Background: an optimization exercise with open tools, aiming at small area and a short achievable clock period. Do not read the settings as production practice. The RTL was checked by simulation tests, not by an equivalence proof against the original design. In runs 3 to 7 the design's own scripts or RTL, not TritonCTS, make the clock network. No driver is modelled on the clock port, so clock power and skew are understated where the tree is cut down; a real chip needs a root buffer or a tree. Power and IR drop assume default switching activity.

==> flow/design.v, too long to show whole: its modules and the start of the top module <==
// module csa_fa: 10 lines
// module adder_tree_25: 1755 lines
module adder_tree_25 (
    input  wire         clk,
    input  wire         rst,
    input  wire         data_v,
    input  wire [399:0] elems,
    output wire [15:0]  sum,
    output wire         sum_valid
);
  // ...
==> flow/flow/run.sh <==
#!/bin/bash
# The standard layout, with buf_1 as the port buffer cell instead of the
# cell buffer_ports picks by itself (clkdlybuf4s50_1, 2.7x the area)
set -euo pipefail
export BUFFER_PORTS_ARGS="-buffer_cell sky130_fd_sc_hd__buf_1"
bash standard.sh > standard_flow.log 2>&1
==> flow/standard.sh <==
#!/bin/bash
# synth_recipe.tcl (not shown) runs the flow's synth.tcl, then flattens the netlist and writes it again
# the make line also repeats each setting of config.mk as NAME=value (left out here)
make -C /OpenROAD-flow-scripts/flow DESIGN_CONFIG=/design/flow/config.mk WORK_HOME=/design/flow/orfs CLKGATE_MAP_FILE= SYNTH_SCRIPT=/design/flow/synth_recipe.tcl "${@:-finish}"
==> flow/config.mk <==
export PLATFORM = sky130hd
export DESIGN_NAME = adder_tree_25
export DESIGN_NICKNAME = adder_tree_25
export VERILOG_FILES = /design/flow/design.v
export SDC_FILE = /design/flow/constraint.sdc
export NUM_CORES = 4
export LEC_CHECK = 0
export CAP_MARGIN = 20
export CORE_MARGIN = 2
export CORE_UTILIZATION = 60
export CTS_BUF_LIST = sky130_fd_sc_hd__clkbuf_8
export CTS_CLUSTER_DIAMETER = 60
export CTS_CLUSTER_SIZE = 20
export SETUP_SLACK_MARGIN = 1.4
export SLEW_MARGIN = 20
export SYNTH_HIERARCHICAL = 1
==> flow/constraint.sdc <==
create_clock -name core_clock -period 3.0 [get_ports {clk}]
set_input_delay 0.6000 -clock core_clock [delete_from_list [all_inputs] [get_ports {clk}]]
set_output_delay 0.6000 -clock core_clock [all_outputs]
set_load 0.01 [all_outputs]
==> run summary, run 1 <==
- Yosys Warn Count: 7
- First-pass GRT wire length: 41500 um
- Worst-Margin Slew: 305 ps
- Leakage power: 6.48 nW
- Sequential fraction of total cell area: 40.7%
- Multi-input logic portion of the cell area: 44.3%
- Starting Density: 61.3%
- Status: finished clean
- HP Class: input pin to flip-flop
- Post-DP HPWL: 21500 um
- Sequential cell area: 7020 um^2
- Met2 GRT Util: 36.9%
- Reg2Reg Capture Point: sum_q[15]
- Post-route minimum period: 1630 ps
- Wire length on met3: 1360 um
- Largest power group: sequential cells
- Crit path from: sum_q[15]
- Post-Place Cells: 1522
- Largest net degree at the start of global routing: 21
- Sw Pwr: 4.97 mW
- Syn Inst Count: 784
- Non-clock buffer share: 9.82%
- WS Path Type: flip-flop to output pin
- Seq Cell Count: 350
- Max reg flops: 16
- Biggest Area Class: multi-input combinational cells
- Share of the yosys chip area belonging to registers: 48.5%
- WHS Path Cells: 2
- Post-layout util: 73.3%
- Initial antenna violation count: 0
- Post-synth top flop: dfxtp_1
- Crit Path Max Fanout: 1
- Grt met3 use: 3.65%
- Num ports: 420
- Drt total wl: 24500 um
- Hold buffers post-CTS: 0
- Synth area leader: dfxtp_1
- Slew Limit Headroom: 79.4%
- Final nets: 1976
- Clk root buf: clkbuf_8
==> run 2: changes to the inputs <==
--- a/flow/design.v
+++ b/flow/design.v
@@ -13,22 +13,22 @@
 module adder_tree_25 (
     input  wire         clk,
     input  wire         rst,
     input  wire         data_v,
     input  wire [399:0] elems,
     output wire [15:0]  sum,
     output wire         sum_valid
 );
-    reg [4:0] vld;
+    reg [5:0] vld;
     always @(posedge clk) begin
-        if (!rst) vld <= 5'd0;
-        else vld <= {vld[3:0], data_v};
+        if (!rst) vld <= 6'd0;
+        else vld <= {vld[4:0], data_v};
     end
-    assign sum_valid = vld[4];
+    assign sum_valid = vld[5];
     reg r0_0_0;
     reg r0_0_1;
     reg r0_0_2;
     reg r0_1_0;
     reg r0_1_1;
     reg r0_1_2;
     reg r0_1_3;
     reg r0_1_4;
@@ -348,16 +348,38 @@
     reg r3_12_0;
     reg r3_12_1;
     reg r3_13_0;
     reg r3_13_1;
     reg r3_14_0;
     reg r3_14_1;
     reg r3_15_0;
     reg r3_15_1;
+    reg r4_0_0;
+    reg r4_1_0;
+    reg r4_2_0;
+    reg r4_3_0;
+    reg r4_4_0;
+    reg r4_5_0;
+    reg r4_6_0;
+    reg r4_7_0;
+    reg r4_8_0;
+    reg r4_9_0;
+    reg r4_10_0;
+    reg r4_11_0;
+    reg r4_11_1;
+    reg r4_11_2;
+    reg r4_12_0;
+    reg r4_12_1;
+    reg r4_13_0;
+    reg r4_13_1;
+    reg r4_14_0;
+    reg r4_14_1;
+    reg r4_15_0;
+    reg r4_15_1;
     wire s1;
     wire c2;
     wire s3;
     wire c4;
     wire s5;
     wire c6;
     wire s7;
     wire c8;
@@ -1048,17 +1070,18 @@
     wire c693;
     wire s694;
     wire c695;
     wire s696;
     wire c697;
     wire x698;
     wire [15:0] cpa_a, cpa_b;
     wire [6:0] lo_add;
-    wire [10:0] hi_add;
+    wire [6:0] mid_add;
+    wire [5:0] hi_add;
     csa_fa u_s1 (.a(elems[0]), .b(elems[112]), .c(elems[128]), .s(s1), .co(c2));
     csa_fa u_s3 (.a(elems[144]), .b(elems[160]), .c(elems[16]), .s(s3), .co(c4));
     csa_fa u_s5 (.a(elems[176]), .b(elems[192]), .c(elems[208]), .s(s5), .co(c6));
     csa_fa u_s7 (.a(elems[224]), .b(elems[240]), .c(elems[256]), .s(s7), .co(c8));
     csa_fa u_s9 (.a(elems[272]), .b(elems[288]), .c(elems[304]), .s(s9), .co(c10));
     csa_fa u_s11 (.a(elems[320]), .b(elems[32]), .c(elems[336]), .s(s11), .co(c12));
     csa_fa u_s13 (.a(elems[352]), .b(elems[368]), .c(elems[384]), .s(s13), .co(c14));
     csa_fa u_s15 (.a(elems[48]), .b(elems[64]), .c(elems[80]), .s(s15), .co(c16));
@@ -1422,18 +1445,19 @@
     csa_fa u_s686 (.a(r2_9_0), .b(r2_9_1), .c(r2_9_2), .s(s686), .co(c687));
     csa_fa u_s688 (.a(r2_10_0), .b(r2_10_1), .c(r2_10_2), .s(s688), .co(c689));
     csa_fa u_s690 (.a(r2_11_0), .b(r2_11_1), .c(r2_11_2), .s(s690), .co(c691));
     csa_fa u_s692 (.a(r2_12_0), .b(r2_12_1), .c(r2_12_2), .s(s692), .co(c693));
     csa_fa u_s694 (.a(r2_13_0), .b(r2_13_1), .c(r2_13_2), .s(s694), .co(c695));
     csa_fa u_s696 (.a(r2_14_0), .b(r2_14_1), .c(r2_14_2), .s(s696), .co(c697));
     assign x698 = r2_15_0 ^ r2_15_1;
     assign lo_add = {1'b0, c677, s676, r2_3_0, r2_2_0, r2_1_0, r2_0_0} + {1'b0, s678, 1'b0, r2_3_1, 1'b0, 1'b0, 1'b0};
-    assign hi_add = {r3_15_0, r3_14_0, r3_13_0, r3_12_0, r3_11_0, r3_10_0, r3_9_0, r3_8_0, r3_7_0, r3_6_0, 1'b1} + {r3_15_1, r3_14_1, r3_13_1, r3_12_1, r3_11_1, r3_10_1, r3_9_1, r3_8_1, r3_7_1, r3_6_1, r3_6_2};
-    assign cpa_a = {hi_add[10:1], r3_5_0, r3_4_0, r3_3_0, r3_2_0, r3_1_0, r3_0_0};
+    assign mid_add = {1'b0, r3_10_0, r3_9_0, r3_8_0, r3_7_0, r3_6_0, 1'b1} + {1'b0, r3_10_1, r3_9_1, r3_8_1, r3_7_1, r3_6_1, r3_6_2};
+    assign hi_add = {r4_15_0, r4_14_0, r4_13_0, r4_12_0, r4_11_0, 1'b1} + {r4_15_1, r4_14_1, r4_13_1, r4_12_1, r4_11_1, r4_11_2};
+    assign cpa_a = {hi_add[5:1], r4_10_0, r4_9_0, r4_8_0, r4_7_0, r4_6_0, r4_5_0, r4_4_0, r4_3_0, r4_2_0, r4_1_0, r4_0_0};
     assign cpa_b = 16'd0;
     always @(posedge clk) begin
         r0_0_0 <= s17;
         r0_0_1 <= s19;
         r0_0_2 <= s21;
         r0_1_0 <= s35;
         r0_1_1 <= s37;
         r0_1_2 <= c18;
@@ -1755,13 +1779,35 @@
         r3_12_0 <= c691;
         r3_12_1 <= s692;
         r3_13_0 <= c693;
         r3_13_1 <= s694;
         r3_14_0 <= c695;
         r3_14_1 <= s696;
         r3_15_0 <= c697;
         r3_15_1 <= x698;
+        r4_0_0 <= r3_0_0;
+        r4_1_0 <= r3_1_0;
+        r4_2_0 <= r3_2_0;
+        r4_3_0 <= r3_3_0;
+        r4_4_0 <= r3_4_0;
+        r4_5_0 <= r3_5_0;
+        r4_6_0 <= mid_add[1];
+        r4_7_0 <= mid_add[2];
+        r4_8_0 <= mid_add[3];
+        r4_9_0 <= mid_add[4];
+        r4_10_0 <= mid_add[5];
+        r4_11_0 <= r3_11_0;
+        r4_11_1 <= r3_11_1;
+        r4_11_2 <= mid_add[6];
+        r4_12_0 <= r3_12_0;
+        r4_12_1 <= r3_12_1;
+        r4_13_0 <= r3_13_0;
+        r4_13_1 <= r3_13_1;
+        r4_14_0 <= r3_14_0;
+        r4_14_1 <= r3_14_1;
+        r4_15_0 <= r3_15_0;
+        r4_15_1 <= r3_15_1;
     end
     reg [15:0] sum_q;
     always @(posedge clk) sum_q <= cpa_a;
     assign sum = sum_q;
 endmodule
==> flow/config.mk (replaced) <==
export PLATFORM = sky130hd
export DESIGN_NAME = adder_tree_25
export DESIGN_NICKNAME = adder_tree_25
export VERILOG_FILES = /design/flow/design.v
export SDC_FILE = /design/flow/constraint.sdc
export NUM_CORES = 4
export LEC_CHECK = 0
export CAP_MARGIN = 20
export CORE_MARGIN = 2
export CORE_UTILIZATION = 60
export CTS_BUF_LIST = sky130_fd_sc_hd__clkbuf_16
export CTS_CLUSTER_DIAMETER = 80
export CTS_CLUSTER_SIZE = 30
export SETUP_SLACK_MARGIN = 1.4
export SLEW_MARGIN = 20
export SYNTH_HIERARCHICAL = 1
==> run 2 against run 1 <==
Effect of this change:
- still clean
- global-route usage fell by 0.15 points
- total power rose by 0.32%
- worst setup slack improved by 77 ps
- flip-flop and latch count rose by 23
- first-iteration DRC count rose by 45%
- critical path type unchanged
- core utilization fell by 1.3 points
- non-clock buffer count fell by 5
- largest power group unchanged
==> run summary, run 2 <==
- Num ports: 420 (unchanged)
- Drt total wl: 25700 um (+4.7%)
- CTS tree: built
- Worst Path Buf+Inv: 1
- Crit Path Max Fanout: 1 (unchanged)
- Reg2Reg Launch Point: r0_3_0
- Most numerous cell in the Yosys netlist: dfxtp_1
- Fin. max-slew vios: 0
- Post-route minimum period: 1560 ps (-77.0 ps)
- Hold buffers post-CTS: 0 (unchanged)
- Post-synthesis cell type count: 12
- Leakage power: 6.63 nW (+2.4%)
- Worst hold slack: 297 ps
- Worst-Margin Slew: 261 ps (-44.2 ps)
- Grt ovf: 0
- Delay-heaviest family, CP: flip-flops
- Die H: 161 um
- Core area: 24300 um^2
- Grt met3 use: 3.36% (-0.28 points)
- Pwr dens: 882 nW/um^2
- Die W: 161 um
- Post-DP HPWL: 22900 um (+6.6%)
- Placer congestion estimate: 0.832
- Sequential power share: 52.1%
- Synth area leader: dfxtp_1
- Synth Register Bits: 373
- Max reg flops: 16 (unchanged)
- HP Start: data_v
- Syn Std Cell Area: 14900 um^2
- Setup tns final: 0 ps
- Crit path from: sum_q[11]
- Slew Limit Headroom: 82.5% (+3.0 points)
- 1st-pass router iterations: 4
- First-pass GRT wire length: 40900 um (-1.6%)
- Starting Density: 61.1% (-0.22 points)
- CP max-delay cell: dfxtp_2
- Crit path launch type: flip-flop
- Synth top cells by count: 373 x dfxtp_1, 328 x fa_1, 43 x xnor2_1
- HP Class: input pin to flip-flop
- Post-synth ARST share: 0%
- Share of the yosys chip area belonging to registers: 50.2% (+1.7 points)
- Layout area overhead: 17.7%
- Worst Path Required: 2400 ps
- Finished Layout Cells: 1566
- Detailed Route Iter0 Violations: 255
- Yosys Warn Count: 7 (unchanged)
- Net Count, Synth: 1545
- DR vias/cell: 4.51
- EDFF count, synth: 0
- Sw Pwr: 4.76 mW (-4.2%)
- R2R Setup Slk: 1490 ps
- Biggest register: sum_q
- Status: finished clean
- Row count: 57
- Syn Inst Count: 802 (+2.3%)
- H-tree levels: 1
- Worst VDD drop: 0.543 mV
- Die area: 26100 um^2
- Clock skew: 14.7 ps
- Num CTS Buffers: 16
- Post-CTS Setup Bufs: 0
- Clock latency (worst-skew pair): 500 ps
- Final nets: 1982 (+0.30%)
- Top achievable clock speed: 642 MHz
- Crit-path max cell delay: 330 ps
- P_int: 10.7 mW
- RSZ-0062 raised after global routing: false
- Residual DRC: 0
- Worst Hold End: vld[0]
- Total Routing Usage GR: 20.8%
- Met2 GRT Util: 39.0% (+2.1 points)
- Clock buffer depth: 3
- WL per Instance: 16.4 um
- Clk root buf: clkbuf_16
- Worst Reg-to-Reg Cells: 2
- MaxCap Viol Count: 0
- Initial antenna violation count: 1 (+1)
- CTS sink count: 373
- Avg Inst Size Synth: 18.5 um^2
- Final hold viol count: 0
- CP Cell Sequence: buf_2
- Logic gate share of total power: 32.1%
- Clock power share: 15.8%
- Setup violators final: 0
- WS Path Type: flip-flop to output pin
- FILL cells: 1717
- ANT nets after route: 0
- Synth top area cells: dfxtp_1 50%, fa_1 44%, xnor2_1 2.5%, ha_1 1.0%, xor2_1 0.77%
- Period utilisation layout: 51.9%
- Proportion of layout cells with a drive suffix above 1: 9.11%
- Commonest non-fill, non-tap cells in the layout: 403 x buf_1, 369 x dfxtp_1, 258 x fa_1, 70 x fa_2, 43 x xnor2_1
- Reg clk slew, reported paths: 100 ps
- Busiest grt layer: met2
- Kind of end point of the critical path: output pin
- Input/output buffers: 419
- Sw frac: 30.8%
- Largest net degree at the start of global routing: 31 (+48%)
- Vias: 7058
- Top flop regs: sum_q (16), vld (6)
- Synth top area share: 50.2%
- Most common cell after layout, fill and taps aside: buf_1
- Met1 GRT Util: 25.5%
- Reg2Reg Capture Point: r1_3_5
- WHS Path Cells: 2 (unchanged)
- Arrival time worst endpoint: 960 ps
- Post-Place Cells: 1545 (+1.5%)
- Post-synth top flop: dfxtp_1
- Vias in the first global route: 8440
## run 2: kinds of logic (layout without fill, tap and decap cells)
| kind of cell | Yosys count | in the layout | synth area share (%) |
|---|---|---|---|
| other cells | 0 | 1 | 0 |
| xor+xnor | 56 | 56 | 3.30 |
| buf+inv | 12 | 451 | 0.303 |
| compound gates | 15 | 15 | 0.741 |
| fa+ha+maj | 340 | 340 | 45.2 |
| simple gates | 6 | 6 | 0.253 |
| flops | 373 | 373 | 50.2 |
## run 2: final cells by class
cell class | count | area [um^2] | area share (%)
Multi-Input combinational cell | 417 | 7530 | 43.0
Clock inverter | 3 | 23.8 | 0.136
Clock buffer | 17 | 425 | 2.43
Tap cell | 324 | 405 | 2.32
Antenna cell | 1 | 2.50 | 0.0143
Timing Repair Buffer | 419 | 1590 | 9.10
Sequential cell | 373 | 7470 | 42.7
Inverter | 12 | 45.0 | 0.257
## run 2: stage by stage
stage                     worst slack (ps)  cell area [um^2]  power [mW]  utilization, %
final                                 1440             17500        15.4            71.9
after CTS                             1410             17500        15.7            71.9
after detailed placement              1100             17000        13.3            70.0
after floorplan                       1310             15000        11.2               -
after global placement                1110             17000        13.1            70.0
after global routing                  1400             17500        16.9            71.9
## run 2: power by group through the flow
stage | clock network, mW | logic [mW] | registers, mW
6_report | 2.44 | 4.95 | 8.04
5_1_grt | 2.70 | 5.94 | 8.27
4_1_cts | 2.53 | 5.14 | 8.08
3_5_place_dp | 0 | 5.10 | 8.19
3_3_place_gp | 0 | 4.94 | 8.16
2_1_floorplan | 0 | 3.24 | 8.01
## run 2: layer usage
layer | wire, um | vias up
li1 | - | 3306
met3 | 1310 | 31
met4 | 520 | 0
met5 | 0 | -
met2 | 14000 | 220
met1 | 9860 | 3501
## run 2: timing repair
item	in CTS	in global routing
resized for setup	9	11
pin swaps	0	0
endpoints found under the setup margin	9	11
## run 2: worst max path at each step
stage	to	slack [ps]	cells after the start
floorplan	r0_14_10	1310	2
global placement	r0_11_11	1110	3
detailed placement	r0_9_11	1100	3
CTS	sum[10]	1410	1
global route	sum_q[15]	1400	6
finish	sum[11]	1440	1
## run 2: Yosys stat by module, one instance, submodules excluded
module / cell area, um^2 / times used / flops+latches
csa_fa: 20.0 / 326 / 0
adder_tree_25: 8340 / 1 / 373
==> run 3: changes to the inputs <==
==> flow/flow/run.sh (replaced) <==
#!/bin/bash
# The standard layout with two changes:
#  - buf_1 as the port buffer cell instead of the cell buffer_ports picks by
#    itself (clkdlybuf4s50_1, 2.7x the area)
#  - a two-level balanced clock tree (flow/clock_tree.tcl, hooked in through
#    PRE_CTS_TCL) in place of the three-level tree of clock_tree_synthesis
set -euo pipefail
export BUFFER_PORTS_ARGS="-buffer_cell sky130_fd_sc_hd__buf_1"
export PRE_CTS_TCL="$PWD/flow/clock_tree.tcl"
bash standard.sh > standard_flow.log 2>&1
==> flow/flow/clock_tree.tcl (new file) <==
# Two-level clock tree, sourced by ORFS's cts.tcl through PRE_CTS_TCL.
# It replaces clock_tree_synthesis for this run: the flip-flops are split
# into NX x NY groups of equal size by position (x strips, then y within a
# strip), each group gets one leaf buffer at its centroid, and one root
# buffer at the centroid of the leaves drives all leaves. Every flip-flop
# sits behind exactly two buffers, so the tree is balanced by construction.

proc my_clock_tree { args } {
  set nx [expr { [info exists ::env(FLOW_CTS_NX)] ? $::env(FLOW_CTS_NX) : 3 }]
  set ny [expr { [info exists ::env(FLOW_CTS_NY)] ? $::env(FLOW_CTS_NY) : 4 }]
  set leaf_cell [expr { [info exists ::env(FLOW_CTS_LEAF)] ? $::env(FLOW_CTS_LEAF) : "sky130_fd_sc_hd__clkbuf_16" }]
  set root_cell [expr { [info exists ::env(FLOW_CTS_ROOT)] ? $::env(FLOW_CTS_ROOT) : "sky130_fd_sc_hd__clkbuf_16" }]
  puts "my_clock_tree: $nx x $ny leaves of $leaf_cell, root $root_cell (replaces: clock_tree_synthesis $args)"

  set db [ord::get_db]
  set block [ord::get_db_block]
  set clk_net [$block findNet clk]
  set leaf_master [$db findMaster $leaf_cell]
  set root_master [$db findMaster $root_cell]

  # flip-flop clock pins on the clock net
  set sinks {}
  foreach it [$clk_net getITerms] {
    if { [$it isInputSignal] } {
      set inst [$it getInst]
      set bb [$inst getBBox]
      set x [expr { ([$bb xMin] + [$bb xMax]) / 2 }]
      set y [expr { ([$bb yMin] + [$bb yMax]) / 2 }]
      lappend sinks [list $x $y $it]
    }
  }
  set n [llength $sinks]
  puts "my_clock_tree: $n sinks"

  # equal-size groups: x strips, then y slices within each strip
  set sinks [lsort -integer -index 0 $sinks]
  set groups {}
  for { set i 0 } { $i < $nx } { incr i } {
    set a [expr { $i * $n / $nx }]
    set b [expr { ($i + 1) * $n / $nx - 1 }]
    set strip [lsort -integer -index 1 [lrange $sinks $a $b]]
    set m [llength $strip]
    for { set j 0 } { $j < $ny } { incr j } {
      set c [expr { $j * $m / $ny }]
      set d [expr { ($j + 1) * $m / $ny - 1 }]
      lappend groups [lrange $strip $c $d]
    }
  }

  # root buffer takes the clock port's net as input
  set root [odb::dbInst_create $block $root_master clkbuf_root_clk]
  set root_out [odb::dbNet_create $block clknet_root_clk]
  $root_out setSigType CLOCK
  [$root findITerm A] connect $clk_net
  [$root findITerm X] connect $root_out

  set k 0
  set lx 0
  set ly 0
  foreach g $groups {
    set sx 0
    set sy 0
    foreach s $g {
      set sx [expr { $sx + [lindex $s 0] }]
      set sy [expr { $sy + [lindex $s 1] }]
    }
    set cx [expr { $sx / [llength $g] }]
    set cy [expr { $sy / [llength $g] }]
    set leaf [odb::dbInst_create $block $leaf_master clkbuf_leaf_${k}_clk]
    set net [odb::dbNet_create $block clknet_leaf_${k}_clk]
    $net setSigType CLOCK
    [$leaf findITerm A] connect $root_out
    [$leaf findITerm X] connect $net
    foreach s $g {
      set it [lindex $s 2]
      $it disconnect
      $it connect $net
    }
    $leaf setLocation $cx $cy
    $leaf setPlacementStatus PLACED
    set lx [expr { $lx + $cx }]
    set ly [expr { $ly + $cy }]
    puts "my_clock_tree: leaf $k drives [llength $g] sinks at ($cx, $cy)"
    incr k
  }
  $root setLocation [expr { $lx / $k }] [expr { $ly / $k }]
  $root setPlacementStatus PLACED
  $clk_net setSigType CLOCK
  set_propagated_clock [all_clocks]
}

rename clock_tree_synthesis my_orig_clock_tree_synthesis
proc clock_tree_synthesis { args } { my_clock_tree {*}$args }
==> run 3 against run 2 <==
Effect of this change:
- still clean on timing, DRC and antenna
- combinational power is essentially flat
- fmax grew 1.0%
- synthesized area is the same
- sequential power is essentially flat
- clock skew shrank 3.9 ps
- flip-flop and latch count is the same
- wire length shrank 0.42%
- core utilization shrank 0.59 points
- clock power shrank 14%
- total power shrank 2.3%
- critical path type unchanged
- largest power group unchanged
==> run summary, run 3 <==
- Net Count, Synth: 1545 (unchanged)
- Sw frac: 31.0% (+0.18 points)
- Setup tns final: 0 ps (unchanged)
- Die area: 26100 um^2 (unchanged)
- Vias: 7006 (-0.74%)
- Sequential power share: 53.2% (+1.1 points)
- WL met2: 13900 um (-0.66%)
- CP max-delay cell: dfxtp_1
- Delay-heaviest family, CP: flip-flops
- Post-synth top flop: dfxtp_1
- Leakage power: 6.53 nW (-1.5%)
- Final nets: 1979 (-0.15%)
- Arrival time worst endpoint: 940 ps (-20 ps)
- Top flop regs: sum_q (16), vld (6)
- WL per Instance: 16.4 um (about the same)
- HP Class: flip-flop to flip-flop
- Worst VDD drop: 0.456 mV (-16%)
- Starting Density: 61.1% (unchanged)
- ANT nets after route: 0 (unchanged)
- Most numerous cell in the Yosys netlist: dfxtp_1
- Slew Limit Headroom: 82.3% (-0.18 points)
- Worst Path Required: 2400 ps (about the same)
- Post-synthesis cell type count: 12 (unchanged)
- Initial antenna violation count: 1 (unchanged)
- Placer congestion estimate: 0.832 (unchanged)
- Wire length on met3: 1290 um (-1.2%)
- Core area: 24300 um^2 (unchanged)
- Post-synth ARST share: 0% (unchanged)
- Status: finished clean
- Period utilisation layout: 51.4% (-0.52 points)
- Largest net degree at the start of global routing: 33 (+6.5%)
- Kind of end point of the critical path: output pin
- Biggest register: sum_q
- Input/output buffers: 419 (unchanged)
- Most common cell after layout, fill and taps aside: buf_1
- Pwr dens: 869 nW/um^2 (-1.4%)
- Proportion of layout cells with a drive suffix above 1: 7.37% (-1.7 points)
- P_int: 10.4 mW (-2.5%)
- Crit path launch type: flip-flop
- Critical path depth: 1 (unchanged)
- FILL cells: 1737 (+1.2%)
- Commonest non-fill, non-tap cells in the layout: 415 x buf_1, 373 x dfxtp_1, 258 x fa_1, 70 x fa_2, 43 x xnor2_1
- Final hold viol count: 0 (unchanged)
- Worst-Margin Slew: 264 ps (+2.68 ps)
- 1st-pass router iterations: 4 (unchanged)
- Clock latency (worst-skew pair): 430 ps (-70 ps)
- Total Routing Usage GR: 20.3% (-0.55 points)
- Synth area leader: dfxtp_1
- Worst Reg-to-Reg Cells: 2 (unchanged)
- WHS Path Cells: 0 (-2)
- MaxCap Viol Count: 0 (unchanged)
- Hold buffers post-CTS: 0 (unchanged)
- Syn Inst Count: 802 (unchanged)
- Clock power share: 13.9% (-1.9 points)
- Grt ovf: 0 (unchanged)
- Detailed Route Iter0 Violations: 273 (+7.1%)
- Crit Path Max Fanout: 1 (unchanged)
- Yosys Warn Count: 7 (unchanged)
- Clock skew: 10.8 ps (-3.91 ps)
- WS Path Type: flip-flop to output pin
- WL met1: 9970 um (+1.0%)
- DR vias/cell: 4.49 (-0.29%)
- Drt total wl: 25600 um (-0.42%)
- Residual DRC: 0 (unchanged)
- Total Power: 15.1 mW (-2.3%)
- Top achievable clock speed: 648 MHz (+1.0%)
- Highest metal used: met4
- RSZ-0062 raised after global routing: false
- Reg clk slew, reported paths: 110 ps (about the same)
- First-pass GRT wire length: 40500 um (-0.84%)
- Worst Path Buf+Inv: 1 (unchanged)
- Row count: 57 (unchanged)
- Share of the yosys chip area belonging to registers: 50.2% (unchanged)
- Synth Register Bits: 373 (unchanged)
- Die W: 161 um (unchanged)
- Synth top area cells: dfxtp_1 50%, fa_1 44%, xnor2_1 2.5%, ha_1 1.0%, xor2_1 0.77%
- Avg Inst Size Synth: 18.5 um^2 (unchanged)
- Crit-path max cell delay: 340 ps (about the same)
- Logic gate share of total power: 32.9% (+0.8 points)
- Post-route minimum period: 1540 ps (-15.6 ps)
- Syn Std Cell Area: 14900 um^2 (unchanged)
- CP Cell Sequence: buf_1
- Die H: 161 um (unchanged)
- EDFF count, synth: 0 (unchanged)
- Synth top cells by count: 373 x dfxtp_1, 328 x fa_1, 43 x xnor2_1
- Max reg flops: 16 (unchanged)
- Synth top area share: 50.2% (unchanged)
- Setup violators final: 0 (unchanged)
- Num ports: 420 (unchanged)
- Fin. max-slew vios: 0 (unchanged)
- Post-DP HPWL: 22900 um (unchanged)
- Sw Pwr: 4.68 mW (-1.7%)
- Vias in the first global route: 8344 (-1.1%)
- Layout area overhead: 16.7%
-- run 3: cell types whose count changed in the layout (fill, tap and decap cells not counted), sizes merged --
| cell | change |
|---|---|
| inv | -2 |
| buf | +3 |
| clkinv | -1 |
| clkbuf | -7 |
-- run 3: modules after synthesis, one instance, submodules excluded --
module	copies in the design	cell area (um^2)	cells inside
adder_tree_25	1	8340	476
csa_fa	326	20.0	1
-- run 3: repair_timing --
action,CTS,global route
gates resized for setup,0,4
buffers inserted,0,0
setup endpoints to repair,0,4
-- run 3: power groups by stage --
| stage | Sequential, mW | Clock [mW] | Combinational (mW) |
|---|---|---|---|
| 2_1_floorplan | 8.01 | 0 | 3.24 |
| 6_report | 8.03 | 2.10 | 4.96 |
| 3_5_place_dp | 8.19 | 0 | 5.10 |
| 5_1_grt | 8.27 | 2.34 | 5.92 |
| 3_3_place_gp | 8.16 | 0 | 4.94 |
| 4_1_cts | 8.08 | 2.16 | 5.14 |
-- run 3: cell type report --
cell class	instances	area (um^2)	share of cell area (%)
flip-flops and latches	373	7470	43.0
inverters	12	45.0	0.260
well taps	324	405	2.34
diodes	1	2.50	0.0144
plain buffers	13	325	1.87
multi-input cells	417	7530	43.4
repair buffers	419	1580	9.09
-- run 3: layer usage --
metal	vias up	track usage, %
met4	0	2.88
met3	22	2.26
met2	221	38.5
li1	3295	-
met5	-	0
met1	3468	25.8
-- run 3: final timing paths --
kind                  from  slack [ps]       end
hold / removal      r4_4_0         340  sum_q[4]
setup reg to reg    r0_3_0        1490    r1_3_5
hold reg to reg     r4_4_0         340  sum_q[4]
setup / recovery  sum_q[9]        1460    sum[9]
-- run 3: cell families after synthesis --
logic type               share of synthesized area [%]
flip-flops                                        50.2
adder cells (fa/ha/maj)                           45.2
XOR/XNOR                                          3.30
AO/OA/AOI/OAI                                    0.741
buffers and inverters                            0.303
AND/OR/NAND/NOR                                  0.253
-- run 3: through the flow --
step	setup WS, ps	hold WS, ps	util [%]	std cells	cell area, um^2
floorplan	1310	310	-	802	15000
global placement	1110	310	70.0	1545	17000
detailed placement	1100	312	70.0	1545	17000
CTS	1430	334	71.3	1558	17300
global route	1400	338	71.4	1559	17400
finish	1460	335	71.4	1559	17400
==> run 4: changes to the inputs <==
--- a/flow/config.mk
+++ b/flow/config.mk
@@ -11,6 +11,6 @@
 export CTS_BUF_LIST = sky130_fd_sc_hd__clkbuf_16
 export CTS_CLUSTER_DIAMETER = 80
 export CTS_CLUSTER_SIZE = 30
-export SETUP_SLACK_MARGIN = 1.4
+export SETUP_SLACK_MARGIN = 1.5
 export SLEW_MARGIN = 20
 export SYNTH_HIERARCHICAL = 1
==> run 4 against run 3 <==
Effect of this change:
- fmax up 1.6%
- final area rose by 1.8%
- global-route usage grew 0.18 points
- clock skew is 1.9 ps lower
- register-to-register slack better by 20 ps
- worst hold slack got worse by 7.3 ps
- die area unchanged
- synthesized cell count unchanged
- clock power about the same
- wire length increased by 0.15%
- critical path depth did not move
==> run summary, run 4 <==
- Status: finished clean
- Pwr dens: 867 nW/um^2 (-0.31%)
- WL per Instance: 16.4 um (-0.24%)
- Fin worst setup slack: 1480 ps (+24.4 ps)
- Synth top area share: 50.2% (unchanged)
- Proportion of layout cells with a drive suffix above 1: 16.2% (+8.8 points)
- Placer congestion estimate: 0.851 (+2.2%)
- Post-synth ARST share: 0% (unchanged)
- Num ports: 420 (unchanged)
- Total Routing Usage GR: 20.5% (+0.18 points)
- Synth Register Bits: 373 (unchanged)
- Hold buffers post-CTS: 0 (unchanged)
- Avg Inst Size Synth: 18.5 um^2 (unchanged)
- Worst-Margin Slew: 229 ps (-35.3 ps)
- Max reg flops: 16 (unchanged)
- Drt total wl: 25600 um (+0.15%)
- Period utilisation layout: 50.6% (-0.81 points)
- Share of the yosys chip area belonging to registers: 50.2% (unchanged)
- Post-synth top flop: dfxtp_1
- R2R Setup Slk: 1510 ps (+20 ps)
- Worst Hold End: sum_q[10]
- EDFF count, synth: 0 (unchanged)
- Die W: 161 um (unchanged)
- Finished Layout Cells: 1565 (+0.38%)
- Slew Limit Headroom: 84.7% (+2.4 points)
- CP max-delay cell: dfxtp_2
- Clock latency (worst-skew pair): 450 ps (+20 ps)
- Final hold viol count: 0 (unchanged)
- Setup tns final: 0 ps (unchanged)
- Die area: 26100 um^2 (unchanged)
- Post-Place Cells: 1545 (unchanged)
- Synth top cells by count: 373 x dfxtp_1, 328 x fa_1, 43 x xnor2_1
- Worst Path Required: 2400 ps (about the same)
- Post-route minimum period: 1520 ps (-24.4 ps)
- Crit Path Max Fanout: 1 (unchanged)
- Detailed Route Iter0 Violations: 191 (-30%)
- Residual DRC: 0 (unchanged)
- ANT nets after route: 0 (unchanged)
- Reg2Reg Capture Point: r1_3_5
- Input/output buffers: 419 (unchanged)
- Clock skew: 8.89 ps (-1.93 ps)
- Row count: 57 (unchanged)
- Kind of end point of the critical path: output pin
- CP Cell Sequence: buf_6
- Synth area leader: dfxtp_1
- Crit path launch type: flip-flop
- Post-DP HPWL: 22700 um (-1.1%)
- Crit-path max cell delay: 370 ps (+30 ps)
- Commonest non-fill, non-tap cells in the layout: 402 x buf_1, 355 x dfxtp_1, 183 x fa_1, 145 x fa_2, 43 x xnor2_1
- Starting Density: 61.1% (unchanged)
- FILL cells: 1627 (-6.3%)
- Syn Std Cell Area: 14900 um^2 (unchanged)
- Reg2Reg Launch Point: r0_3_1
- Final nets: 1981 (+0.10%)
- Leakage power: 6.53 nW (about the same)
- Delay-heaviest family, CP: flip-flops
- Syn Inst Count: 802 (unchanged)
- Vias in the first global route: 8435 (+1.1%)
- Worst Path Buf+Inv: 1 (unchanged)
- Setup violators final: 0 (unchanged)
- RSZ-0062 raised after global routing: true
- Net Count, Synth: 1545 (unchanged)
- Worst Reg-to-Reg Cells: 2 (unchanged)
- WS Path Type: flip-flop to output pin
- Initial antenna violation count: 5 (+4)
- Top achievable clock speed: 659 MHz (+1.6%)
- DR vias/cell: 4.53 (+0.88%)
- Arrival time worst endpoint: 920 ps (-20 ps)
- Most common cell after layout, fill and taps aside: buf_1
- Fin. max-slew vios: 0 (unchanged)
- Die H: 161 um (unchanged)
- Layout area overhead: 18.9%
- First-pass GRT wire length: 41000 um (+1.1%)
- Yosys Warn Count: 7 (unchanged)
- Post-synthesis cell type count: 12 (unchanged)
- Top flop regs: sum_q (16), vld (6)
- Biggest register: sum_q
- Reg clk slew, reported paths: 110 ps (about the same)
- MaxCap Viol Count: 0 (unchanged)
- WHS Path Cells: 0 (unchanged)
- Largest net degree at the start of global routing: 33 (unchanged)
- Synth top area cells: dfxtp_1 50%, fa_1 44%, xnor2_1 2.5%, ha_1 1.0%, xor2_1 0.77%
- Place WS: 1120 ps (+15.6 ps)
- Worst VDD drop: 0.692 mV (+52%)
- HP Start: r4_10_0
- Core area: 24300 um^2 (unchanged)
- 1st-pass router iterations: 4 (unchanged)
- HP Class: flip-flop to flip-flop
- Vias: 7095 (+1.3%)
- Most numerous cell in the Yosys netlist: dfxtp_1
- Grt ovf: 0 (unchanged)
run 4: what timing repair did:
action | 4_1_cts | 5_1_grt
endpoints found under the hold margin | 0 | 0
pin swaps | 2 | 10
gates resized for setup | 37 | 13
buffers inserted | 0 | 2
endpoints found under the setup margin | 19 | 23
run 4: how the worst max path moves through the flow:
| stage | depth (start not counted) | endpoint | slack, ps | start |
|---|---|---|---|---|
| finish | 1 | sum[10] | 1480 | sum_q[10] |
| global placement | 3 | r0_11_11 | 1130 | elems[27] |
| CTS | 1 | sum[10] | 1470 | sum_q[10] |
| floorplan | 2 | r0_14_11 | 1310 | elems[238] |
| detailed placement | 3 | r0_11_11 | 1120 | elems[27] |
| global route | 1 | sum[10] | 1450 | sum_q[10] |
run 4: kinds of logic after synthesis:
| kind of cell | Yosys count | synth area share (%) |
|---|---|---|
| DFF | 373 | 50.2 |
| adders and majority gates | 340 | 45.2 |
| xor gates and xnor gates | 56 | 3.30 |
| AOI/OAI and AO/OA | 15 | 0.741 |
| buffers and inverters | 12 | 0.303 |
| and+or+nand+nor | 6 | 0.253 |
run 4: power by group:
part	switching [mW]	internal, mW
clock	1.33	0.784
combinational	2.42	2.67
sequential	0.979	7.13
total	4.73	10.6
run 4: layer usage:
layer  GRT usage, %  routed length, um  up-vias
met2           38.0              14100      218
met5              0                  0        -
li1               -                  -     3307
met3           1.95               1250       28
met1           26.4               9800     3542
met4           4.42                505        0
run 4: area by class of cell:
| type | count | area, um^2 | area share, % |
|---|---|---|---|
| multi-input combinational | 417 | 7730 | 43.7 |
| antenna | 5 | 12.5 | 0.0708 |
| buffer | 13 | 325 | 1.84 |
| tap | 324 | 405 | 2.29 |
| inverter | 12 | 45.0 | 0.255 |
| sequential | 373 | 7490 | 42.4 |
| timing repair buffer | 421 | 1670 | 9.42 |
run 4: modules after synthesis, one instance, submodules excluded:
module	cell area, um^2	flops+latches
csa_fa	20.0	0
adder_tree_25	8340	373
run 4: metrics by stage:
step | power [mW] | area (um^2) | util (%) | hold WS [ps]
after floorplan | 11.3 | 15200 | - | 310
after global placement | 13.1 | 17200 | 70.7 | 310
after detailed placement | 13.3 | 17200 | 70.7 | 312
after CTS | 15.6 | 17600 | 72.4 | 325
after global routing | 16.8 | 17700 | 72.7 | 333
final | 15.3 | 17700 | 72.7 | 328
==> run 5: changes to the inputs <==
--- a/flow/config.mk
+++ b/flow/config.mk
@@ -11,6 +11,6 @@
 export CTS_BUF_LIST = sky130_fd_sc_hd__clkbuf_16
 export CTS_CLUSTER_DIAMETER = 80
 export CTS_CLUSTER_SIZE = 30
-export SETUP_SLACK_MARGIN = 1.5
+export SETUP_SLACK_MARGIN = 1.45
 export SLEW_MARGIN = 20
 export SYNTH_HIERARCHICAL = 1
==> run 5 against run 4 <==
Effect of this change:
- sequential power shrank 0.5%
- core utilization shrank 0.70 points
- global-route usage grew 0.49 points
- wire length grew 0.57%
- worst setup slack gained 13 ps
- critical path depth is the same
- clock power is essentially flat
- cell count shrank 0.45%
- flip-flop and latch count is the same
- synthesized cell count is the same
- fmax grew 0.89%
- synthesized area is the same
- critical path type unchanged
- critical endpoint is now sum[9]
==> run summary, run 5 <==
- Biggest register: sum_q
- DR vias/cell: 4.51 (-0.58%)
- WS Path Type: flip-flop to output pin
- Synth Register Bits: 373 (unchanged)
- Syn Std Cell Area: 14900 um^2 (unchanged)
- Clock skew: 8.42 ps (-0.471 ps)
- Worst hold slack: 330 ps (+2.32 ps)
- Worst VDD drop: 0.529 mV (-24%)
- EDFF count, synth: 0 (unchanged)
- Placer congestion estimate: 0.817 (-3.9%)
- Die W: 161 um (unchanged)
- Post-synth ARST share: 0% (unchanged)
- Synth area leader: dfxtp_1
- Final nets: 1979 (-0.10%)
- Delay-heaviest family, CP: flip-flops
- Vias in the first global route: 8458 (+0.27%)
- Pwr dens: 871 nW/um^2 (+0.53%)
- Post-route minimum period: 1500 ps (-13.4 ps)
- Worst-Margin Slew: 254 ps (+25.1 ps)
- Synth top area cells: dfxtp_1 50%, fa_1 44%, xnor2_1 2.5%, ha_1 1.0%, xor2_1 0.77%
- Crit Path Max Fanout: 1 (unchanged)
- Fin. max-slew vios: 0 (unchanged)
- Input/output buffers: 419 (unchanged)
- Layout area overhead: 17.7%
- Core area: 24300 um^2 (unchanged)
- Initial antenna violation count: 0 (-5)
- Vias: 7022 (-1.0%)
- CP Cell Sequence: buf_6
- Net Count, Synth: 1545 (unchanged)
- Crit path launch type: flip-flop
- 1st-pass router iterations: 4 (unchanged)
- Commonest non-fill, non-tap cells in the layout: 403 x buf_1, 369 x dfxtp_1, 213 x fa_1, 115 x fa_2, 43 x xnor2_1
- Row count: 57 (unchanged)
- RSZ-0062 raised after global routing: true
- Total Power: 15.2 mW (-0.44%)
- Clock latency (worst-skew pair): 450 ps (about the same)
- Post-synth top flop: dfxtp_1
- Residual DRC: 0 (unchanged)
- Post-Place Cells: 1545 (unchanged)
- HP Class: flip-flop to flip-flop
- Starting Density: 61.1% (unchanged)
- Die H: 161 um (unchanged)
- Die area: 26100 um^2 (unchanged)
- Largest net degree at the start of global routing: 33 (unchanged)
- CP max-delay cell: dfxtp_2
- Detailed Route Iter0 Violations: 219 (+15%)
- Setup tns final: 0 ps (unchanged)
- WL per Instance: 16.5 um (+1.0%)
- Multi-input logic area: 7640 um^2 (-1.1%)
- Syn Inst Count: 802 (unchanged)
- Synth top cells by count: 373 x dfxtp_1, 328 x fa_1, 43 x xnor2_1
- Setup violators final: 0 (unchanged)
- First-pass GRT wire length: 41700 um (+1.7%)
- Post-synthesis cell type count: 12 (unchanged)
- MaxCap Viol Count: 0 (unchanged)
- Synth top area share: 50.2% (unchanged)
- ANT nets after route: 0 (unchanged)
- Most numerous cell in the Yosys netlist: dfxtp_1
- Top flop regs: sum_q (16), vld (6)
- Share of the yosys chip area belonging to registers: 50.2% (unchanged)
- Num ports: 420 (unchanged)
- Crit-path max cell delay: 350 ps (-20 ps)
- Status: finished clean
- Worst Path Buf+Inv: 1 (unchanged)
- Kind of end point of the critical path: output pin
- Most common cell after layout, fill and taps aside: buf_1
- Post-CTS Setup Bufs: 0 (unchanged)
- Arrival time worst endpoint: 900 ps (-20 ps)
- Finished Layout Cells: 1558 (-0.45%)
- Max reg flops: 16 (unchanged)
- Drt total wl: 25800 um (+0.57%)
- Total Routing Usage GR: 20.9% (+0.49 points)
- Diodes inserted: 0 (-5)
- Yosys Warn Count: 7 (unchanged)
- Post-DP HPWL: 22900 um (+0.99%)
- Top achievable clock speed: 665 MHz (+0.89%)
- Hold buffers post-CTS: 0 (unchanged)
- Sequential cell area: 7470 um^2 (-0.23%)
- R2R Setup Slk: 1500 ps (about the same)
- Reg clk slew, reported paths: 110 ps (about the same)
- Proportion of layout cells with a drive suffix above 1: 12.3% (-3.9 points)
- Period utilisation layout: 50.1% (-0.45 points)
- Avg Inst Size Synth: 18.5 um^2 (unchanged)
- Grt ovf: 0 (unchanged)
- FILL cells: 1691 (+3.9%)
- Leakage power: 6.53 nW (about the same)
- Worst Path Required: 2400 ps (about the same)
- Slew Limit Headroom: 83.0% (-1.7 points)
- Final hold viol count: 0 (unchanged)
[run 5: cell counts after synthesis]
Identical to the previous run, type by type.
[run 5: kinds of logic after synthesis]
kind of cell             Yosys count  share of synthesized area, %
XOR/XNOR                          56                          3.30
AND/OR/NAND/NOR                    6                         0.253
flip-flops                       373                          50.2
adder cells (fa/ha/maj)          340                          45.2
AO/OA/AOI/OAI                     15                         0.741
buffers and inverters             12                         0.303
[run 5: Yosys stat by module (local to each module, per instance)]
| module | cells | area (um^2) |
|---|---|---|
| csa_fa | 1 | 20.0 |
| adder_tree_25 | 476 | 8340 |
[run 5: final cells by class]
type                    instances  share of cell area [%]
flip-flops and latches        373                    42.7
repair buffers                419                    9.21
plain buffers                  13                    1.86
multi-input cells             417                    43.7
inverters                      12                   0.257
well taps                     324                    2.32
[run 5: final timing paths]
check / startpoint / end / depth (start not counted)
setup / recovery: sum_q[9] / sum[9] / 1
hold / removal: r4_9_0 / sum_q[9] / 0
setup reg to reg: r0_3_10 / r1_3_5 / 2
hold reg to reg: r4_9_0 / sum_q[9] / 0
[run 5: repair_timing]
action | in CTS | in global routing
resized for setup | 10 | 16
pin swaps | 0 | 5
endpoints found under the setup margin | 9 | 15
endpoints found under the hold margin | 0 | 0
[run 5: through the flow]
step                      utilization [%]  setup slack (ps)  cell area (um^2)
after global routing                 72.0              1450             17500
after floorplan                         -              1310             15100
final                                72.0              1500             17500
after detailed placement             70.4              1110             17100
after CTS                            71.8              1440             17500
after global placement               70.4              1110             17100
[run 5: routing by layer]
metal / vias to the layer above / global-route usage [%] / routed length (um)
met5: - / 0 / 0
met4: 0 / 2.23 / 367
met3: 22 / 1.75 / 1170
met2: 214 / 39.5 / 14200
met1: 3496 / 27.7 / 10000
li1: 3290 / - / -
[run 5: power breakdown]
part	switching, mW	internal, mW	leakage [nW]
registers	0.960	7.11	3.15
logic	2.47	2.60	3.23
clock network	1.32	0.784	0.160
total	4.75	10.5	6.53
==> run 6: changes to the inputs <==
--- a/flow/config.mk
+++ b/flow/config.mk
@@ -8,9 +8,7 @@
 export CAP_MARGIN = 20
 export CORE_MARGIN = 2
 export CORE_UTILIZATION = 60
-export CTS_BUF_LIST = sky130_fd_sc_hd__clkbuf_16
-export CTS_CLUSTER_DIAMETER = 80
-export CTS_CLUSTER_SIZE = 30
+export PLACE_DENSITY = 0.85
 export SETUP_SLACK_MARGIN = 1.45
 export SLEW_MARGIN = 20
 export SYNTH_HIERARCHICAL = 1
==> run 6 against run 5 <==
Effect of this change:
- critical path type is now flip-flop to flip-flop
- highest routed layer unchanged
- die area did not move
- wire length up 11%
- sequential share of layout area hardly changed
- critical path depth increased by 1
- via count grew 4.4%
- global-route usage increased by 2.3 points
==> run summary, run 6 <==
- Die area: 26100 um^2 (unchanged)
- Syn Inst Count: 802 (unchanged)
- Synth top area cells: dfxtp_1 50%, fa_1 44%, xnor2_1 2.5%, ha_1 1.0%, xor2_1 0.77%
- Placer congestion estimate: 0.922 (+13%)
- 1st-pass router iterations: 4 (unchanged)
- Reg2Reg Launch Point: r0_6_0
- Worst Reg-to-Reg Cells: 2 (unchanged)
- Die H: 161 um (unchanged)
- Final nets: 1979 (unchanged)
- Top flop regs: sum_q (16), vld (6)
- Final hold viol count: 0 (unchanged)
- FILL cells: 1516 (-10%)
- Reg clk slew, reported paths: 110 ps (about the same)
- Largest net degree at the start of global routing: 33 (unchanged)
- WL met2: 16000 um (+12%)
- Worst-Margin Slew: 295 ps (+40.9 ps)
- Synth Register Bits: 373 (unchanged)
- R2R Setup Slk: 1480 ps (-20 ps)
- Post-DP HPWL: 25300 um (+10%)
- Drt total wl: 28700 um (+11%)
- Core area: 24300 um^2 (unchanged)
- Row count: 57 (unchanged)
- Avg Inst Size Synth: 18.5 um^2 (unchanged)
- CP Cell Sequence: fa_1 > fa_1
- Post-layout util: 71.9% (about the same)
- Detailed Route Iter0 Violations: 343 (+57%)
- Post-synthesis cell type count: 12 (unchanged)
- Setup tns final: 0 ps (unchanged)
- Worst Path Required: 3330 ps (+930 ps)
- HP Class: flip-flop to flip-flop
- Slew Limit Headroom: 80.3% (-2.7 points)
- Grt ovf: 0 (unchanged)
- Max reg flops: 16 (unchanged)
- EDFF count, synth: 0 (unchanged)
- WHS Path Cells: 0 (unchanged)
- Post-synth top flop: dfxtp_1
- Vias in the first global route: 9284 (+9.8%)
- Post-route minimum period: 1520 ps (+16.7 ps)
- Most common cell after layout, fill and taps aside: buf_1
- Worst path most repeated cell: fa_1
- Arrival time worst endpoint: 1850 ps (+950 ps)
- Clock latency (worst-skew pair): 450 ps (about the same)
- Worst Hold End: r3_2_0
- Vias: 7334 (+4.4%)
- Highest metal used: met4
- Wire length on met3: 1140 um (-2.0%)
- Biggest register: sum_q
- Crit path launch type: flip-flop
- Starting Density: 61.1% (unchanged)
- Clock skew: 13.7 ps (+5.32 ps)
- Setup violators final: 0 (unchanged)
- Proportion of layout cells with a drive suffix above 1: 12.0% (-0.32 points)
- Delay-heaviest family, CP: adder cells
- Crit-path max cell delay: 600 ps (+250 ps)
- Status: finished clean
- Worst VDD drop: 0.481 mV (-9.1%)
- Fin. max-slew vios: 0 (unchanged)
- Finished Layout Cells: 1564 (+0.39%)
- WL per Instance: 18.3 um (+11%)
- Sequential cell area: 7470 um^2 (about the same)
- Hold buffers post-CTS: 0 (unchanged)
- Net Count, Synth: 1545 (unchanged)
- Commonest non-fill, non-tap cells in the layout: 406 x buf_1, 368 x dfxtp_1, 215 x fa_1, 113 x fa_2, 43 x xnor2_1
- Initial antenna violation count: 6 (+6)
- RSZ-0062 raised after global routing: true
- Total Power: 15.4 mW (+1.2%)
- MaxCap Viol Count: 0 (unchanged)
- Syn Std Cell Area: 14900 um^2 (unchanged)
- Synth top area share: 50.2% (unchanged)
- Period utilisation layout: 50.7% (+0.56 points)
- Pwr dens: 882 nW/um^2 (+1.2%)
- Top achievable clock speed: 657 MHz (-1.1%)
- Total Routing Usage GR: 23.2% (+2.3 points)
- Post-Place Cells: 1545 (unchanged)
- Layout area overhead: 17.6% (about the same)
- Most numerous cell in the Yosys netlist: dfxtp_1
- Num ports: 420 (unchanged)
- Die W: 161 um (unchanged)
- Worst Path Buf+Inv: 0 (-1)
- Leakage power: 6.52 nW (-0.21%)
- WL met1: 10300 um (+2.6%)
- Multi-input logic area: 7640 um^2 (about the same)
- WS Path Type: flip-flop to flip-flop
- Reg2Reg Capture Point: r1_6_5
- CP max-delay cell: fa_1
- Yosys Warn Count: 7 (unchanged)
- Residual DRC: 0 (unchanged)
- Synth area leader: dfxtp_1
- ANT nets after route: 0 (unchanged)
- Input/output buffers: 419 (unchanged)
- HP Start: r2_2_0
- Share of the yosys chip area belonging to registers: 50.2% (unchanged)
- Post-synth ARST share: 0% (unchanged)
- Crit Path Max Fanout: 1 (unchanged)
- First-pass GRT wire length: 45700 um (+9.7%)
- DR vias/cell: 4.69 (+4.0%)
- Synth top cells by count: 373 x dfxtp_1, 328 x fa_1, 43 x xnor2_1
- Kind of end point of the critical path: flip-flop
## run 6: cell counts after synthesis
Identical to the previous run, type by type.
## run 6: per-stage QoR
stage | setup WS (ps) | hold WS, ps | area, um^2
after floorplan | 1310 | 310 | 15100
after global placement | 1160 | 311 | 17100
after detailed placement | 1100 | 312 | 17100
after CTS | 1450 | 337 | 17500
after global routing | 1450 | 345 | 17500
final | 1480 | 338 | 17500
## run 6: layout make-up
| type | count | share of cell area, % |
|---|---|---|
| well taps | 324 | 2.32 |
| multi-input cells | 417 | 43.7 |
| inverters | 12 | 0.258 |
| flip-flops and latches | 373 | 42.7 |
| diodes | 6 | 0.0858 |
| repair buffers | 419 | 9.09 |
| plain buffers | 13 | 1.86 |
## run 6: cells by family (layout without fill, tap and decap cells)
group	after synthesis	in the layout	synth area share [%]
xor gates and xnor gates	56	56	3.30
other	0	6	0
and+or+nand+nor	6	6	0.253
buffers and inverters	12	444	0.303
adders and majority gates	340	340	45.2
AOI/OAI and AO/OA	15	15	0.741
DFF	373	373	50.2
## run 6: routing by layer
layer	track usage, %	vias up
met5	0	-
met4	9.33	0
met3	2.21	76
met2	43.9	253
met1	27.3	3705
li1	-	3300
## run 6: worst register-to-register path, delay by kind of cell (launching register included)
family	cells	cell delay, ps
DFF	1	350
adders and majority gates	2	1050
## run 6: per-module statistics from Yosys (local to each module, per instance)
module / flip-flops and latches / area (um^2) / cells
adder_tree_25: 373 / 8340 / 476
csa_fa: 0 / 20.0 / 1
## run 6: timing repair
item	CTS	global route
pin swaps	0	4
setup endpoints to repair	4	13
gates resized for setup	4	15
setup buffers	0	0
## run 6: worst max-delay path by stage
stage / endpoint / cells after the start / slack (ps) / startpoint
global placement: r0_10_11 / 3 / 1160 / elems[26]
CTS: sum[10] / 1 / 1450 / sum_q[10]
floorplan: r0_14_10 / 2 / 1310 / elems[110]
detailed placement: r0_6_11 / 3 / 1100 / elems[262]
finish: r1_6_5 / 2 / 1480 / r0_6_0
global route: sum[9] / 1 / 1450 / sum_q[9]
## run 6: report_power, final
part / internal (mW) / leakage [nW] / switching [mW]
logic: 2.62 / 3.21 / 2.54
registers: 7.11 / 3.15 / 1.01
clock network: 0.785 / 0.160 / 1.35
==> run 7: changes to the inputs <==
--- a/flow/config.mk
+++ b/flow/config.mk
@@ -7,8 +7,8 @@
 export LEC_CHECK = 0
 export CAP_MARGIN = 20
 export CORE_MARGIN = 2
-export CORE_UTILIZATION = 60
-export PLACE_DENSITY = 0.85
+export CORE_UTILIZATION = 70
+export PLACE_DENSITY = 0.75
 export SETUP_SLACK_MARGIN = 1.45
 export SLEW_MARGIN = 20
 export SYNTH_HIERARCHICAL = 1
==> run 7 against run 6 <==
Effect of this change:
- fmax decreased by 2.1%
- still clean
- register-to-register slack got worse by 30 ps
- first-iteration DRC count decreased by 33%
- critical path type unchanged
- highest routed layer unchanged
- core utilization increased by 12 points
- sequential power increased by 0.5%
- total power increased by 2.9%
- worst hold slack got worse by 5.1 ps
- clock power about the same
- largest cell class unchanged
==> run summary, run 7 <==
- Avg Inst Size Synth: 18.5 um^2 (unchanged)
- Post-synth ARST share: 0% (unchanged)
- Most common cell after layout, fill and taps aside: buf_1
- Sw Pwr: 5.19 mW (+5.7%)
- MaxCap Viol Count: 0 (unchanged)
- Critical path depth: 6 (+4)
- Detailed Route Iter0 Violations: 231 (-33%)
- Die H: 150 um (-7.2%)
- Worst-Margin Slew: 300 ps (+5.51 ps)
- Sequential cell area: 7480 um^2 (+0.12%)
- RSZ-0062 raised after global routing: true
- Delay-heaviest family, CP: adder cells
- Hold buffers post-CTS: 0 (unchanged)
- WS Path Type: flip-flop to flip-flop
- Post-DP HPWL: 24300 um (-3.8%)
- FILL cells: 1044 (-31%)
- Fin. max-slew vios: 0 (unchanged)
- Yosys Warn Count: 7 (unchanged)
- Total Routing Usage GR: 27.1% (+3.8 points)
- Layout area overhead: 17.6% (unchanged)
- Reg2Reg Launch Point: r4_11_1
- Input/output buffers: 419 (unchanged)
- Vias: 7368 (+0.46%)
- Place WS: 1100 ps (-0.970 ps)
- Post-route minimum period: 1550 ps (+33.4 ps)
- Synth Register Bits: 373 (unchanged)
- 1st-pass router iterations: 4 (unchanged)
- Sequential power share: 51.4% (-1.3 points)
- Worst VDD drop: 0.464 mV (-3.4%)
- Grt ovf: 0 (unchanged)
- Post-Place Cells: 1496 (-3.2%)
- Setup violators final: 0 (unchanged)
- Reg2Reg Capture Point: sum_q[14]
- CP Cell Sequence: inv_1 > fa_1 > inv_1 > a21o_1 > a21oi_1 > xnor2_1
- Core area: 21000 um^2 (-14%)
- Worst Setup EP: sum_q[14]
- Die area: 22400 um^2 (-14%)
- Crit Path Max Fanout: 2 (+1)
- Starting Density: 70.9% (+9.8 points)
- Net Count, Synth: 1545 (unchanged)
- Kind of end point of the critical path: flip-flop
- Post-synth top flop: dfxtp_1
- Highest metal used: met4
- Clock power share: 13.3% (-0.6 points)
- Sw frac: 32.7% (+0.86 points)
- Worst hold slack: 333 ps (-5.14 ps)
- Residual DRC: 0 (unchanged)
- Synth top area share: 50.2% (unchanged)
- Share of the yosys chip area belonging to registers: 50.2% (unchanged)
- Arrival time worst endpoint: 1890 ps (+40 ps)
- R2R Setup Slk: 1450 ps (-30 ps)
- Max reg flops: 16 (unchanged)
- Crit-path max cell delay: 470 ps (-130 ps)
- EDFF count, synth: 0 (unchanged)
- Multi-input logic area: 7670 um^2 (+0.48%)
- DR vias/cell: 4.87 (+3.9%)
- Wire length on met3: 1600 um (+40%)
- P_int: 10.7 mW (+1.6%)
- Num ports: 420 (unchanged)
- Logic gate share of total power: 35.2% (+1.7 points)
- Biggest register: sum_q
- Final nets: 1981 (+0.10%)
- Post-layout util: 83.5% (+12 points)
- Pwr dens: 907 nW/um^2 (+2.9%)
- HP Class: flip-flop to flip-flop
- Proportion of layout cells with a drive suffix above 1: 13.3% (+1.3 points)
- Slew Limit Headroom: 79.9% (-0.37 points)
- Initial antenna violation count: 2 (-4)
- Syn Inst Count: 802 (unchanged)
- Commonest non-fill, non-tap cells in the layout: 404 x buf_1, 363 x dfxtp_1, 213 x fa_1, 115 x fa_2, 42 x xnor2_1
- WL met2: 16700 um (+4.7%)
- Synth top cells by count: 373 x dfxtp_1, 328 x fa_1, 43 x xnor2_1
- Reg clk slew, reported paths: 110 ps (about the same)
- WL met1: 10200 um (-0.58%)
- Clock latency (worst-skew pair): 450 ps (about the same)
- Largest net degree at the start of global routing: 33 (unchanged)
- Synth top area cells: dfxtp_1 50%, fa_1 44%, xnor2_1 2.5%, ha_1 1.0%, xor2_1 0.77%
- Worst Reg-to-Reg Cells: 6 (+4)
- Post-synthesis cell type count: 12 (unchanged)
- Clock skew: 8.72 ps (-5.02 ps)
- Die W: 150 um (-7.2%)
- First-pass GRT wire length: 44600 um (-2.5%)
- Top achievable clock speed: 643 MHz (-2.1%)
- Syn Std Cell Area: 14900 um^2 (unchanged)
- Drt total wl: 29500 um (+2.8%)
- Crit path from: r4_11_1
- Worst path most repeated cell: inv_1
- Vias in the first global route: 8924 (-3.9%)
- ANT nets after route: 0 (unchanged)
- Fin worst setup slack: 1450 ps (-33.4 ps)
- Worst Path Required: 3340 ps (about the same)
- Synth area leader: dfxtp_1
- Worst Path Buf+Inv: 2 (+2)
- Final hold viol count: 0 (unchanged)
- Most numerous cell in the Yosys netlist: dfxtp_1
- Top flop regs: sum_q (16), vld (6)
- Finished Layout Cells: 1513 (-3.3%)
- WL per Instance: 19.5 um (+6.3%)
- Row count: 53 (-7.0%)
- Placer congestion estimate: 0.813 (-12%)
- Crit path launch type: flip-flop
- Status: finished clean
- Period utilisation layout: 51.8% (+1.1 points)
- Leakage power: 6.55 nW (+0.40%)
- Setup tns final: 0 ps (unchanged)
- CP max-delay cell: fa_1
-- run 7: cell counts after synthesis --
Identical to the previous run, type by type.
-- run 7: layout make-up --
cell class,instances,area share [%]
multi-input cells,417,43.9
flip-flops and latches,373,42.8
repair buffers,421,9.24
well taps,275,1.97
plain buffers,13,1.86
inverters,12,0.258
diodes,2,0.0286
-- run 7: cell families (layout without fill, tap and decap cells) --
kind of cell / count (synthesis) / after routing / synth area share (%)
other: 0 / 2 / 0
flip-flops: 373 / 373 / 50.2
AO/OA/AOI/OAI: 15 / 15 / 0.741
buffers and inverters: 12 / 446 / 0.303
AND/OR/NAND/NOR: 6 / 6 / 0.253
adder cells (fa/ha/maj): 340 / 340 / 45.2
XOR/XNOR: 56 / 56 / 3.30
-- run 7: routing by layer --
| layer | global-route usage, % | vias to the layer above |
|---|---|---|
| met4 | 7.69 | 0 |
| met5 | 0 | - |
| met2 | 51.7 | 288 |
| met3 | 2.90 | 51 |
| li1 | - | 3300 |
| met1 | 32.6 | 3729 |
-- run 7: worst register-to-register path, cell delays in order (launching register included) --
cell and delay (ps):
dfxtp_1 390, inv_1 100, fa_1 480, inv_1 110
a21o_1 140, a21oi_1 100, xnor2_1 140
-- run 7: Yosys stat by module (local to each module, per instance) --
module,times used,area (um^2),cells inside,flip-flops and latches
adder_tree_25,1,8340,476,373
csa_fa,326,20.0,1,0
-- run 7: timing repair --
action	CTS	global route
pin swaps	3	6
endpoints found under the setup margin	14	13
setup buffers	2	0
resized for setup	19	17
-- run 7: worst min-delay path by stage --
stage | start | to | slack [ps] | cells past startpoint
finish | r4_5_0 | sum_q[5] | 330 | 0
global route | r4_6_0 | sum_q[6] | 340 | 0
CTS | r3_14_0 | r4_14_0 | 340 | 0
detailed placement | r3_14_0 | r4_14_0 | 310 | 0
global placement | r3_14_1 | r4_14_1 | 310 | 0
floorplan | r1_0_0 | r2_0_0 | 310 | 0
-- run 7: metrics by stage --
| stage | cell area [um^2] | power (mW) |
|---|---|---|
| after floorplan | 15100 | 11.3 |
| after global placement | 17100 | 13.2 |
| after detailed placement | 17100 | 13.6 |
| after CTS | 17400 | 15.9 |
| after global routing | 17500 | 17.1 |
| final | 17500 | 15.9 |
-- run 7: power groups by stage --
stage | Sequential [mW] | Clock, mW | Combinational [mW]
global placement | 8.16 | 0 | 4.99
floorplan | 8.01 | 0 | 3.24
global route | 8.37 | 2.30 | 6.40
finish | 8.16 | 2.12 | 5.59
detailed placement | 8.24 | 0 | 5.33
CTS | 8.18 | 2.15 | 5.60

==> port drivers added, routing unchanged <==
Ports are ideal in the flow. The routed layouts listed here were re-timed in OpenROAD.
Step 1, drivers: a clkbuf_16 drives clk and a buf_2 each remaining input, both assumed.
Step 2 also shifts input and output timing later by t, the mid clock arrival at the registers, as if the neighbouring blocks saw the same clock.
Slacks: ideal / step 1 / step 2; pairs: ideal / step 1.
| run | t, ns | setup slack, ns | worst setup path after step 2 | clock arrival spread, ns | slew at the worst register clock pin (ns) |
|---|---|---|---|---|---|
| run 1 | 0.593 | 1.365 / 1.323 / 1.102 | input to register | 0.023 / 0.022 | 0.12 / 0.12 |
| run 2 | 0.546 | 1.442 / 1.392 / 1.104 | input to register | 0.026 / 0.025 | 0.11 / 0.11 |
| run 3 | 0.477 | 1.458 / 1.407 / 1.124 | input to register | 0.014 / 0.014 | 0.11 / 0.11 |
| run 4 | 0.495 | 1.482 / 1.431 / 1.132 | input to register | 0.009 / 0.009 | 0.11 / 0.11 |
| run 5 | 0.490 | 1.496 / 1.446 / 1.127 | input to register | 0.009 / 0.010 | 0.11 / 0.11 |
| run 6 | 0.490 | 1.479 / 1.446 / 1.109 | input to register | 0.016 / 0.016 | 0.12 / 0.12 |
| run 7 | 0.491 | 1.446 / 1.407 / 1.118 | input to register | 0.012 / 0.012 | 0.11 / 0.11 |
After both steps every run listed still meets setup and hold. For run 6, which loses most, drivers alone change the setup slack by -0.033 ns; drivers and shift together by -0.370 ns.
